Context: an optimization exercise on an open-source flow, tuned for small area, a short achievable clock period and few clock cycles. The choices shown serve that exercise and are no tape-out recipe. Only simulation tests tie the RTL to the original design; equivalence was not proved. No activity file was given, so power comes from the tool's default toggle rates.

Design cpu_lite_top, start of the top module:
module cpu_lite_top (
    input  wire        clk_i,
    input  wire        reset,
    input  wire        host_valid_i,
    input  wire [7:0]  host_byte_i,
    input  wire [4:0]  reg_sel_i,
    input  wire [1:0]  byte_sel_i,
    output wire [7:0]  value_o,
    output wire        is_positive_o,
    output wire        done_o
);
Size: roughly 2500 cells after synthesis, roughly 0.029 mm² of cells after synthesis.
Settings: LEC_CHECK=0, CAP_MARGIN=5, CORE_MARGIN=2, CORE_UTILIZATION=50, CTS_BUF_LIST=sky130_fd_sc_hd__clkbuf_8, CTS_CLUSTER_DIAMETER=60, CTS_CLUSTER_SIZE=16, PLACE_DENSITY=0.6, SETUP_SLACK_MARGIN=5, SLEW_MARGIN=5, SYNTH_HIERARCHICAL=1; clock period 14.0 ns.
standard.sh (not shown) runs the stock make flow with config.mk's settings and CLKGATE_MAP_FILE= SYNTH_SCRIPT=/design/flow/synth_recipe.tcl, a recipe that flattens the netlist after the stock synthesis.
==> flow/flow/run.sh <==
#!/bin/bash
# Standard layout, with fast buffers on the ports.
set -euo pipefail
bash standard.sh "BUFFER_PORTS_ARGS=-buffer_cell sky130_fd_sc_hd__buf_4" finish > standard_make.log 2>&1
Testbench counts at the start, summed over its fixed seeds: cycles 11,399.
Next try:
==> flow/flow/run.sh (replaced) <==
#!/bin/bash
# Standard layout, with fast buffers on the ports, and non-critical gates downsized after
# global routing.
set -euo pipefail
bash standard.sh "BUFFER_PORTS_ARGS=-buffer_cell sky130_fd_sc_hd__buf_4" RECOVER_POWER=100 finish > standard_make.log 2>&1
CAP_MARGIN = 20   (was 5)
SLEW_MARGIN = 20   (was 5)
The changed run completed and failed the layout checks on capacitance limit, slew limit.
Wire length is about the same.
Utilization drops by 0.76 points.
Via count rose by 0.30%.
Critical path depth grows by 7.
Die area does not change.
Final cell count barely changes.
Sequential power barely changes.
Global-route usage is unchanged.
Area after synthesis is unchanged.
Flip-flop and latch count does not change.
Setup slack degrades by 2.3 ns.

* * *

Setup of build 39:
The RTL this note starts from:
==> flow/design.v <==
`default_nettype none
module alu (
    input  wire [31:0] instr_i,    
    input  wire [31:0] a_i,        
    input  wire [31:0] b_i,        
    output logic [31:0] result_o,
    output logic       writes_o    
);
    wire [6:0] op  = instr_i[6:0];
    wire [2:0] f3  = instr_i[14:12];
    wire [6:0] f7  = instr_i[31:25];
    wire [4:0] rd  = instr_i[11:7];
    wire is_r = (op == 7'b0110011);
    wire is_i = (op == 7'b0010011);
    wire f7z  = (f7 == 7'b0000000);
    wire f7s  = (f7 == 7'b0100000);
    logic r_ok, i_ok;
    always_comb begin
        case (f3)
            3'b000:  r_ok = f7z | f7s;
            3'b001, 3'b010, 3'b100, 3'b110, 3'b111: r_ok = f7z;
            default: r_ok = 1'b0;
        endcase
        i_ok = (f3 == 3'b000) | (f3 == 3'b110) | (f3 == 3'b111);
    end
    assign writes_o = ((is_r & r_ok) | (is_i & i_ok)) & (rd != 5'd0);
    wire [31:0] opb    = is_i ? {{20{instr_i[31]}}, instr_i[31:20]} : b_i;
    wire        do_sub = ~is_i & (instr_i[30] | (f3 == 3'b010));
    wire [31:0] sum    = a_i + (do_sub ? ~opb : opb) + {31'd0, do_sub};
    wire        lt     = (a_i[31] ^ opb[31]) ? a_i[31] : sum[31];
    always_comb begin
        case (f3)
            3'b000:  result_o = sum;
            3'b111:  result_o = a_i & opb;
            3'b110:  result_o = a_i | opb;
            3'b100:  result_o = a_i ^ opb;
            3'b001:  result_o = a_i << opb[4:0];
            default: result_o = {31'd0, lt};
        endcase
    end
endmodule
`default_nettype wire
`default_nettype none
module reg_file (
    input  wire        clk_i,
    input  wire        reset,
    input  wire [4:0]  addr_i,     
    output logic [31:0] rdata_o,   
    input  wire        wr_en_i,
    input  wire [3:0]  wr_idx_i,
    input  wire [4:0]  wr_tag_i,
    input  wire [31:0] wr_data_i
);
    logic [15:0] valid_q;
    logic [4:0]  tag_q  [16];
    logic [31:0] data_q [16];
    logic [15:0] match;
    always_comb begin
        rdata_o = '0;
        for (int i = 0; i < 16; i++) begin
            match[i] = valid_q[i] & (tag_q[i] == addr_i);
            rdata_o  = rdata_o | (data_q[i] & {32{match[i]}});
        end
    end
    always_ff @(posedge clk_i or posedge reset) begin
        if (reset) begin
            valid_q <= '0;
        end else if (wr_en_i) begin
            for (int i = 0; i < 16; i++) begin
                if (wr_idx_i == i[3:0]) valid_q[i] <= 1'b1;
                else if (match[i])      valid_q[i] <= 1'b0;
            end
        end
    end
    always_ff @(posedge clk_i) begin
        for (int i = 0; i < 16; i++) begin
            if (wr_en_i && (wr_idx_i == i[3:0])) begin
                tag_q[i]  <= wr_tag_i;
                data_q[i] <= wr_data_i;
            end
        end
    end
endmodule
`default_nettype wire
`default_nettype none
module cpu_lite_top (
    input  wire        clk_i,
    input  wire        reset,
    input  wire        host_valid_i,
    input  wire [7:0]  host_byte_i,
    input  wire [4:0]  reg_sel_i,
    input  wire [1:0]  byte_sel_i,
    output wire [7:0]  value_o,
    output wire        is_positive_o,
    output wire        done_o
);
    logic        loading_q;    
    logic        done_q;
    logic [1:0]  phase_q;      
    logic [4:0]  count_q;      
    logic        exec_q;       
    logic [31:0] instr_q;      
    logic [31:0] a_q;          
    logic [31:0] b_q;          
    wire start_seen = host_valid_i & ~loading_q & ~done_q & (host_byte_i == 8'hFE);
    wire end_seen   = host_valid_i & loading_q & (phase_q == 2'd0) & (host_byte_i == 8'hFF);
    wire data_stb   = host_valid_i & loading_q & ~end_seen;
    always_ff @(posedge clk_i or posedge reset) begin
        if (reset) begin
            loading_q <= 1'b0;
            done_q    <= 1'b0;
            phase_q   <= 2'd0;
            count_q   <= 5'd0;
            exec_q    <= 1'b0;
        end else begin
            if (start_seen) loading_q <= 1'b1;
            if (end_seen) begin
                loading_q <= 1'b0;
                done_q    <= 1'b1;
            end
            if (data_stb) phase_q <= phase_q + 2'd1;
            exec_q <= data_stb & (phase_q == 2'd3) & ~count_q[4];
            if (exec_q) count_q <= count_q + 5'd1;
        end
    end
    logic [31:0] rdata;
    logic [31:0] result;
    logic        writes;
    always_ff @(posedge clk_i) begin
        if (data_stb) instr_q <= {host_byte_i, instr_q[31:8]};
        if (data_stb && (phase_q == 2'd2)) a_q <= rdata;
        b_q <= rdata;
    end
    wire [4:0] rs1      = {host_byte_i[3:0], instr_q[31]};
    wire [4:0] rs2      = {host_byte_i[0], instr_q[31:28]};
    wire [4:0] int_addr = exec_q ? instr_q[11:7] : (phase_q[0] ? rs2 : rs1);
    wire [4:0] addr     = loading_q ? int_addr : reg_sel_i;
    alu u_alu (
        .instr_i  (instr_q),
        .a_i      (a_q),
        .b_i      (b_q),
        .result_o (result),
        .writes_o (writes)
    );
    reg_file u_reg_file (
        .clk_i     (clk_i),
        .reset     (reset),
        .addr_i    (addr),
        .rdata_o   (rdata),
        .wr_en_i   (exec_q & writes),
        .wr_idx_i  (count_q[3:0]),
        .wr_tag_i  (instr_q[11:7]),
        .wr_data_i (result)
    );
    assign value_o       = rdata[{byte_sel_i, 3'b000} +: 8];
    assign is_positive_o = ~rdata[31];
    assign done_o        = done_q;
endmodule
`default_nettype wire
export LEC_CHECK = 0
export CAP_MARGIN = 20
export CORE_MARGIN = 2
export CORE_UTILIZATION = 25
export PLACE_DENSITY = 0.35
export SETUP_SLACK_MARGIN = 5
export SLEW_MARGIN = 20
create_clock -name core_clock -period 14.0 [get_ports {clk_i}]
run.sh (not shown) runs the stock make flow with config.mk's settings and CLKGATE_MAP_FILE= SYNTH_SCRIPT=/design/flow/synth_recipe.tcl, a recipe that flattens the netlist after the stock synthesis.
Stock flow here: none of the scripts above is used.
Looking at the reports, build 39 completed the entire flow and the layout it produced met the timing, design-rule and antenna checks.
Testbench counts of build 39, summed over its fixed seeds: cycles 11,399.
#### Input delta (build 49 over build 39)
- SETUP_SLACK_MARGIN: 5 -> unset
==> comparison <==
The wire length of the first global-routing pass of build 49 is lower than that of build 39. Number of signal-net buffers in the layout for build 49: 60% down relative to build 39. Build 49 vs. build 39: power density relative to cell area went up by about 3%. Comparing build 39 against build 49, there is no change at all in share of flip-flops with an asynchronous set or reset. Compared with build 39, build 49 shows detailed-routed wire length on met2 that has gone down by a little under 10%. Build 49 ends up with lower cell depth of the worst setup path than build 39 does.
Modified inputs, build 14 compared to build 49
- SETUP_SLACK_MARGIN newly set to 5
==> flow/flow/run.sh (new file) <==
#!/bin/bash
set -euo pipefail
bash standard.sh SETUP_SLACK_MARGIN=8.5 finish > standard_make.log 2>&1
==> flow/standard.sh (new file) <==
#!/bin/bash
# synth_recipe.tcl (not shown) runs the flow's synth.tcl, then flattens the netlist and writes it again
# the make line also repeats each setting of config.mk as NAME=value (left out here)
make -C /OpenROAD-flow-scripts/flow DESIGN_CONFIG=/design/flow/config.mk WORK_HOME=/design/flow/orfs CLKGATE_MAP_FILE= SYNTH_SCRIPT=/design/flow/synth_recipe.tcl "${@:-finish}"
removed: flow/run.sh
## What came out
Sort build 14 and build 49 by core utilization asc -> top: build 49
Sequential share of layout area, build 14 and build 49: lower on build 14
Detailed-route DRC error count essentially unchanged between build 14 and build 49.
Comparing build 14 and build 49, the lower number of cells upsized or downsized after cts was measured on build 49.
Compared with build 49, build 14 shows number of fillers in the final layout lower by 150.
Build 14 vs build 49 — number of logic stages on the critical path including buffering rose 2.
[compare] base=build 49 new=build 14: setup slack after placement lower; violation count after the first detailed-route iteration saw an increase; layout net count increased by 186 relative to the old numbers.
For the total power, build 14 came in 0.24 mW higher than build 49 did.
--- input diff build 14..build 51 ---
- setting ABC_CLOCK_PERIOD_IN_PS to 6000 for the first time
==> flow/run.sh (new file) <==
#!/bin/bash
# synth_recipe.tcl (not shown) runs the flow's synth.tcl, then flattens the netlist and writes it again
# the make line also repeats each setting of config.mk as NAME=value (left out here)
make -C /OpenROAD-flow-scripts/flow DESIGN_CONFIG=/design/flow/config.mk WORK_HOME=/design/flow/orfs CLKGATE_MAP_FILE= SYNTH_SCRIPT=/design/flow/synth_recipe.tcl finish
removed: flow/flow/run.sh
removed: flow/standard.sh
[summary]
The core of build 51 is less densely filled than that of build 14. Compared build 51 vs build 14, and maximum number of pins on one net before global-route repair is up in build 51. On leakage power total, build 14 tracks build 51 almost exactly. The total chip power number comes out lower for build 14 vs build 51. Taking build 14 as the reference, in build 51 floorplan die height stayed essentially flat, number of clock buffer instances in the layout fell by 11.

* * *

cpu_lite_top, a different RTL version from the one above (not shown whole).
Size in the first run: about 2700 cells after synthesis, about 670 flip-flops, about 28 I/O pins, ~0.029 mm² of cells after synthesis.
Settings: LEC_CHECK=0, CAP_MARGIN=20, CORE_MARGIN=2, CORE_UTILIZATION=50, CTS_BUF_LIST=sky130_fd_sc_hd__clkbuf_8, CTS_CLUSTER_DIAMETER=60, CTS_CLUSTER_SIZE=16, PLACE_DENSITY=0.6, SETUP_SLACK_MARGIN=5, SLEW_MARGIN=20, SYNTH_HIERARCHICAL=1; clock period 14.0 ns.
Stock flow here: none of the scripts above is used.
Testbench counts at the start, summed over its fixed seeds: cycles 11,399.
Then changed:
==> flow/flow/run.sh (new file) <==
#!/bin/bash
# Standard layout, with fast buffers on the ports.
set -euo pipefail
bash standard.sh "BUFFER_PORTS_ARGS=-buffer_cell sky130_fd_sc_hd__buf_4" finish > standard_make.log 2>&1
==> flow/standard.sh (new file) <==
#!/bin/bash
# synth_recipe.tcl (not shown) runs the flow's synth.tcl, then flattens the netlist and writes it again
# the make line also repeats each setting of config.mk as NAME=value (left out here)
make -C /OpenROAD-flow-scripts/flow DESIGN_CONFIG=/design/flow/config.mk WORK_HOME=/design/flow/orfs CLKGATE_MAP_FILE= SYNTH_SCRIPT=/design/flow/synth_recipe.tcl "${@:-finish}"
CORE_UTILIZATION = 65   (was 50)
PLACE_DENSITY = 0.75   (was 0.6)
removed: flow/run.sh
Result: Total power came out lower by a few percent; sequential power is about the same; cell count decreases by a few percent; hold slack is about the same; wire length fell by roughly a tenth; design area falls by a few percent; clock skew goes down by 0.011 ns; register-to-register slack gets worse by 0.03 ns.
Then changed:
CORE_UTILIZATION = 50   (was 65)
PLACE_DENSITY = 0.6   (was 0.75)
Outcome: Wire length grows by 5.4%; cell area came out higher by 0.82%; cell count rose by 5.1%; worst setup slack gets better by 0.058 ns; power goes down by 1.9%; clock-buffer cell count does not change; die area grows by 29%; non-clock buffer count grows by 1; clock power went down by about 7%.

* * *

cpu_lite_top, a different RTL version from the one above (not shown whole).
Size in the first run: about 2500 cells after synthesis, about 28 I/O pins, about 28000 um^2 of cells after synthesis.
// cpu_lite_top
module cpu_lite_top (
    input  wire        clk_i,
    input  wire        reset,
    input  wire        host_valid_i,
    input  wire [7:0]  host_byte_i,
    input  wire [4:0]  reg_sel_i,
    input  wire [1:0]  byte_sel_i,
    output wire [7:0]  value_o,
    output wire        is_positive_o,
    output wire        done_o
);
clock: 14.0 ns
lec_check: 0
cap_margin: 20
core_margin: 2
core_utilization: 50
cts_buf_list: sky130_fd_sc_hd__clkbuf_8
cts_cluster_diameter: 60
cts_cluster_size: 16
place_density: 0.6
setup_slack_margin: 5
slew_margin: 20
synth_hierarchical: 1
tns_end_percent: 5
standard.sh (not shown) runs the stock make flow with config.mk's settings and CLKGATE_MAP_FILE= SYNTH_SCRIPT=/design/flow/synth_recipe.tcl, a recipe that flattens the netlist after the stock synthesis.
==> flow/flow/run.sh <==
#!/bin/bash
# Standard layout, with fast buffers on the ports.
set -euo pipefail
bash standard.sh "BUFFER_PORTS_ARGS=-buffer_cell sky130_fd_sc_hd__buf_4" SETUP_SLACK_MARGIN=6 finish > standard_make.log 2>&1
The starting point completed without violations.
Testbench counts at the start, summed over its fixed seeds: cycles 11,399.
Change:
==> flow/flow/run.sh (replaced) <==
#!/bin/bash
# Standard layout, with fast buffers on the ports.
set -euo pipefail
bash standard.sh "BUFFER_PORTS_ARGS=-buffer_cell sky130_fd_sc_hd__buf_4" SETUP_SLACK_MARGIN=6.25 finish > standard_make.log 2>&1
After rerunning: Worst setup slack improved by 0.094 ns; count of clock-buffer cells in the layout drops by 1; via count climbs by 0.58%; synthesized cell count does not change; utilization climbs by 0.93 points.

* * *

== run 1 ==
Another version of the RTL of cpu_lite_top (not shown whole).
Size: about 2500 cells after synthesis, roughly 28 I/O pins, roughly 28000 um^2 of cells after synthesis.
Design cpu_lite_top, start of the top module:
module cpu_lite_top (
    input  wire        clk_i,
    input  wire        reset,
    input  wire        host_valid_i,
    input  wire [7:0]  host_byte_i,
    input  wire [4:0]  reg_sel_i,
    input  wire [1:0]  byte_sel_i,
    output wire [7:0]  value_o,
    output wire        is_positive_o,
    output wire        done_o
);
Settings: LEC_CHECK=0, CAP_MARGIN=20, CORE_MARGIN=2, CORE_UTILIZATION=60, CTS_BUF_LIST=sky130_fd_sc_hd__clkbuf_8, CTS_CLUSTER_DIAMETER=60, CTS_CLUSTER_SIZE=16, PLACE_DENSITY=0.7, SETUP_SLACK_MARGIN=5, SLEW_MARGIN=20, SYNTH_HIERARCHICAL=1, TNS_END_PERCENT=5; clock period 14.0 ns.
==> flow/flow/run.sh <==
#!/bin/bash
# Standard layout, with fast buffers on the ports.
set -euo pipefail
bash standard.sh "BUFFER_PORTS_ARGS=-buffer_cell sky130_fd_sc_hd__buf_4" SETUP_SLACK_MARGIN=6 finish > standard_make.log 2>&1
Testbench counts of run 1, summed over its fixed seeds: cycles 11,399.
--- input diff run 1..run 2 ---
Settings: swapping 60 for 50 in CORE_UTILIZATION; swapping 60 for 50 in CTS_CLUSTER_DIAMETER; swapping 0.7 for 0.6 in PLACE_DENSITY; swapping 16 for 20 in CTS_CLUSTER_SIZE.
[summary]
More vias were needed by run 1 than by run 2.
Summary: with run 1 as the reference, number of CTS-inserted buffers in run 2 moved up by more than a quarter.
The run showing the smaller clock network contribution to total cell area is run 1.
Compared with run 1, in run 2 final cell count without fillers shows an increase of 171, relative area of non-clock buffer cells in the final design shows a reduction of 1.4 points, total half-perimeter wirelength after legalization and detailed placement shows an increase of 4.0%, total wirelength of the detailed-routed design shows a reduction of 1.2%, initial core utilization shows a reduction of 10 points.
Post-layout worst setup margin, run 2 and run 1, lower one = run 1.
What run 3 does differently from run 2 at the input level:
Settings: swapping 50 for 60 in CTS_CLUSTER_DIAMETER; swapping 20 for 16 in CTS_CLUSTER_SIZE.
### Flow results
- Comparing run 2 against run 3, there is no change at all in hold violation count in the final report.
- Fraction of the cycle the final worst path needs of run 3 is on par with run 2.
- Count of clock-buffer cells in the layout went down by more than a quarter going from run 2 to run 3.
- Detailed-route wire length per cell: run 3 vs run 2 up 0.78%
- The run showing the greater first-pass GRT wire length is run 2.
- Final cell count, run 3 vs run 2: down slightly
- Relative to run 2, run 3 improves total via count after detailed routing.
- Setup slack ends up lower on run 3.
- Standard cell with the maximum stage delay on the critical path: sky130_fd_sc_hd__buf_12 -> run 3, sky130_fd_sc_hd__buf_8 -> run 2
#### Input delta (run 4 over run 3)
Settings: a change of TNS_END_PERCENT from 5 to 20.
Findings:
Looking only at met1 routed wirelength after detailed routing, and setting everything else aside, the higher value of run 3 and run 4 goes to run 4.
Reported for run 3 and run 4, number of nets with antenna violations after detailed routing turned out identical to the last digit.
Run 4 vs run 3: final critical delay including setup and external delays down
Run 4 — critical path depth 1 lower, run 3 as reference
In the tables for run 3 and run 4, signed area change from the synthesized netlist to the final layout reads lower with run 3.
Compared with run 3, run 4 shows non-clock buffer count higher by 13.

static timing again, ports no longer ideal:
Ports are ideal in the flow. The routed layouts listed here were re-timed in OpenROAD. Step 1 assumes that a clkbuf_16 drives the clock port and a buf_2 every other input. Step 2 moves the port delays by t, midway between the first and last clock arrival at a register: inputs arrive t later, outputs are due t later. That takes back most of the time a late clock gives input paths. Three values: ideal ports, drivers, drivers and shift; two values: the first two.
| run | t (ns) | setup slack, ns | hold slack, ns | worst setup path at the end | pins driven straight from the clock port |
|---|---|---|---|---|---|
| the first run of note 1 | 0.740 | 5.052 / 5.032 / 4.574 | 0.487 / 0.487 / 0.487 | input to register | 1 |
| the second run of note 1 | 0.740 | 2.769 / 2.769 / 2.056 | 0.487 / 0.487 / 0.487 | input to register | 1 |
| build 39 | 0.744 | 5.059 / 5.023 / 4.340 | 0.418 / 0.418 / 0.418 | input to register | 1 |
| build 49 | 0.742 | 3.418 / 3.394 / 3.394 | 0.417 / 0.417 / 0.417 | input to output | 1 |
| build 14 | 0.736 | 5.230 / 5.191 / 5.191 | 0.419 / 0.419 / 0.419 | input to output | 1 |
| build 51 | 0.744 | 5.059 / 5.023 / 4.340 | 0.418 / 0.418 / 0.418 | input to register | 1 |
| the first run of note 3 | 0.768 | 5.078 / 5.062 / 4.427 | 0.493 / 0.493 / 0.493 | input to register | 1 |
| the second run of note 3 | 0.760 | 5.027 / 5.005 / 4.547 | 0.491 / 0.491 / 0.491 | input to register | 1 |
| the third run of note 3 | 0.760 | 5.085 / 5.064 / 4.578 | 0.491 / 0.491 / 0.491 | input to register | 1 |
| the first run of note 4 | 0.746 | 5.837 / 5.814 / 5.469 | 0.491 / 0.491 / 0.491 | input to register | 1 |
| the second run of note 4 | 0.752 | 5.931 / 5.899 / 5.365 | 0.492 / 0.492 / 0.492 | input to register | 1 |
| run 1 | 0.756 | 5.855 / 5.830 / 5.155 | 0.493 / 0.493 / 0.493 | input to register | 1 |
| run 2 | 0.720 | 5.895 / 5.870 / 5.560 | 0.491 / 0.491 / 0.491 | input to register | 1 |
| run 3 | 0.776 | 5.879 / 5.855 / 5.357 | 0.493 / 0.493 / 0.493 | input to register | 1 |
| run 4 | 0.777 | 5.970 / 5.948 / 5.425 | 0.494 / 0.494 / 0.494 | input to register | 1 |
